What follows belongs to an exercise in optimizing a design on an open flow for small area; a production flow would make more cautious choices. In this exercise RTL edits were held to simulation tests only and were not proved equivalent to the original. Power and IR drop assume default switching activity.

== v16 ==
// sector_timer_bank
module sector_timer_bank #(
  parameter int unsigned N_SECT      = 24,
  parameter int unsigned AW          = 5,
  parameter int unsigned TW          = 16,
  parameter int unsigned PW          = 16,
  parameter int unsigned STALL_TICKS = 5000
) (
  input  logic          i_clk,
  input  logic          i_rst,
  input  logic          i_tick_1us,
  input  logic          i_sct1,
  input  logic          i_sct2,
  input  logic          i_sct_id_ready,
  input  logic [AW-1:0] i_sct_id_mcu,
  input  logic          i_ram_change,
  input  logic          i_rd_en,
  input  logic [AW-1:0] i_rd_addr,
  output logic [TW-1:0] o_rd_data,
  output logic          o_rd_valid,
  output logic [AW-1:0] o_cur_sector,
  output logic [PW-1:0] o_period_out,
  output logic          o_not_rotate
);
For scale: ~1,600 cells after synthesis, about 850 flip-flops, roughly 57 I/O pins.
==> flow/config.mk <==
export PLATFORM = sky130hd
export DESIGN_NAME = sector_timer_bank
export DESIGN_NICKNAME = sector_timer_bank
export VERILOG_FILES = /design/flow/design.v
export SDC_FILE = /design/flow/constraint.sdc
export NUM_CORES = 4
export LEC_CHECK = 0
export CAP_MARGIN = 20
export CORE_MARGIN = 2
export CORE_UTILIZATION = 40
export CTS_BUF_LIST = sky130_fd_sc_hd__clkbuf_8 sky130_fd_sc_hd__clkbuf_16
export CTS_CLUSTER_DIAMETER = 80
export CTS_CLUSTER_SIZE = 30
export PLACE_DENSITY = 0.8
export SLEW_MARGIN = 20
export SYNTH_HIERARCHICAL = 1
export SYNTH_MINIMUM_KEEP_SIZE = 0
==> flow/constraint.sdc <==
create_clock -name core_clock -period 5.0 [get_ports {i_clk}]
set_input_delay 1.0000 -clock core_clock [delete_from_list [all_inputs] [get_ports {i_clk}]]
set_output_delay 1.0000 -clock core_clock [all_outputs]
set_load 0.01 [all_outputs]
run.sh (not shown) runs the stock make flow with config.mk's settings and CLKGATE_MAP_FILE= SYNTH_SCRIPT=/design/flow/synth_recipe.tcl, a recipe that flattens the netlist after the stock synthesis.
What v22 does differently from v16 at the input level:
==> flow/flow/run.sh (new file) <==
#!/bin/bash
# Layout flow: the standard flow (standard.sh: ORFS from synthesis to finish, with config.mk's
# settings) with two ORFS settings passed through the environment:
#  - the input and output port buffers use the smallest buffer cell instead of the default;
#  - clock tree synthesis (same buffers and clustering as config.mk) adds no dummy loads.
# The whole output of every tool goes to standard.log in this folder (ORFS also keeps its own
# per-step logs under orfs/logs).
set -euo pipefail
export BUFFER_PORTS_ARGS="-buffer_cell sky130_fd_sc_hd__buf_1"
export CTS_ARGS="-sink_clustering_enable -repair_clock_nets -sink_clustering_size 30 -sink_clustering_max_diameter 80 -buf_list {sky130_fd_sc_hd__clkbuf_8 sky130_fd_sc_hd__clkbuf_16} -dont_use_dummy_load"
bash standard.sh > standard.log 2>&1
==> flow/standard.sh (new file) <==
#!/bin/bash
# synth_recipe.tcl (not shown) runs the flow's synth.tcl, then flattens the netlist and writes it again
# the make line also repeats each setting of config.mk as NAME=value (left out here)
make -C /OpenROAD-flow-scripts/flow DESIGN_CONFIG=/design/flow/config.mk WORK_HOME=/design/flow/orfs CLKGATE_MAP_FILE= SYNTH_SCRIPT=/design/flow/synth_recipe.tcl "${@:-finish}"
removed: flow/run.sh
## What came out
- The cell with the largest stage delay on the worst path comes out sky130_fd_sc_hd__inv_1 in one run and sky130_fd_sc_hd__ha_1 in the other, namely in v22 and v16 respectively.
- Going from v16 to v22, the number of buffers inserted during clock tree synthesis was found to have gone down by 1.
- Relative to v16, instance area at placement has gone down in v22.
- From v16 to v22 the numbers moved as follows: clock skew rose by 0.041 ns, routed length on met1 ~0 delta.
- Cell count ended up 12 lower on v22 than on v16.
- Summary of v22 over v16: leakage power went down 0.00023 µW; total length of routed wires comparable; number of nets in the layout saw little to no change; setup slack went down by 0.32 ns.
- Largest net degree at the start of global routing: v22 and v16 compared, lower one is v22
- v22: PASS, flow complete, no timing, DRC or antenna violations
Here is what was changed in the inputs of v32 compared with v22.
--- a/flow/flow/run.sh
+++ b/flow/flow/run.sh
@@ -3 +3 @@
-# settings) with two ORFS settings passed through the environment:
+# settings) with three ORFS settings passed through the environment:
@@ -5 +5,2 @@
-#  - clock tree synthesis (same buffers and clustering as config.mk) adds no dummy loads.
+#  - clock tree synthesis (same buffers and clustering as config.mk) adds no dummy loads;
+#  - the repair after global routing downsizes cells on paths with positive slack.
@@ -10,0 +12 @@
+export RECOVER_POWER=100
## What came out
Complete run, failing final checks: v32, reason max-capacitance violations, max-slew violations. Between v22 and v32, the multi-input gate share of total cell area figures differ only marginally. In v32, share of the cycle needed by the critical path after routing is higher than in v22. Comparing v32 with v22, the synthesized cell count came out essentially unchanged. Comparing v22 and v32, the lower reported max-cap violation count was measured on v22. Share of the yosys chip area belonging to registers delta (v22 -> v32): insignificant.

[afterwards: timing with drivers on the ports]
The results above use ideal ports. As a check the final layouts listed here were re-extracted and re-timed, cells and wires unchanged. Step 1, drivers: a clkbuf_16 drives i_clk and a buf_2 each remaining input, both assumed. Step 2 times the ports against the registers' clock, not the clock port: input delays grow and output delays shrink by t, the midpoint of the rising clock arrivals with the driver on. Three values: ideal ports, drivers, drivers and shift; two values: the first two.
run | t (ns) | slack for setup (ns) | worst data-port slew with drivers (ns)
v16 | 0.636 | 0.586 / 0.586 / 0.586 | 0.06
v22 | 0.635 | 0.268 / 0.268 / 0.268 | 0.06
v32 | 0.640 | 0.245 / 0.245 / 0.143 | 0.07
The setup slack of v32, which loses most, moves by 0.000 ns with the drivers and by -0.102 ns with both steps.
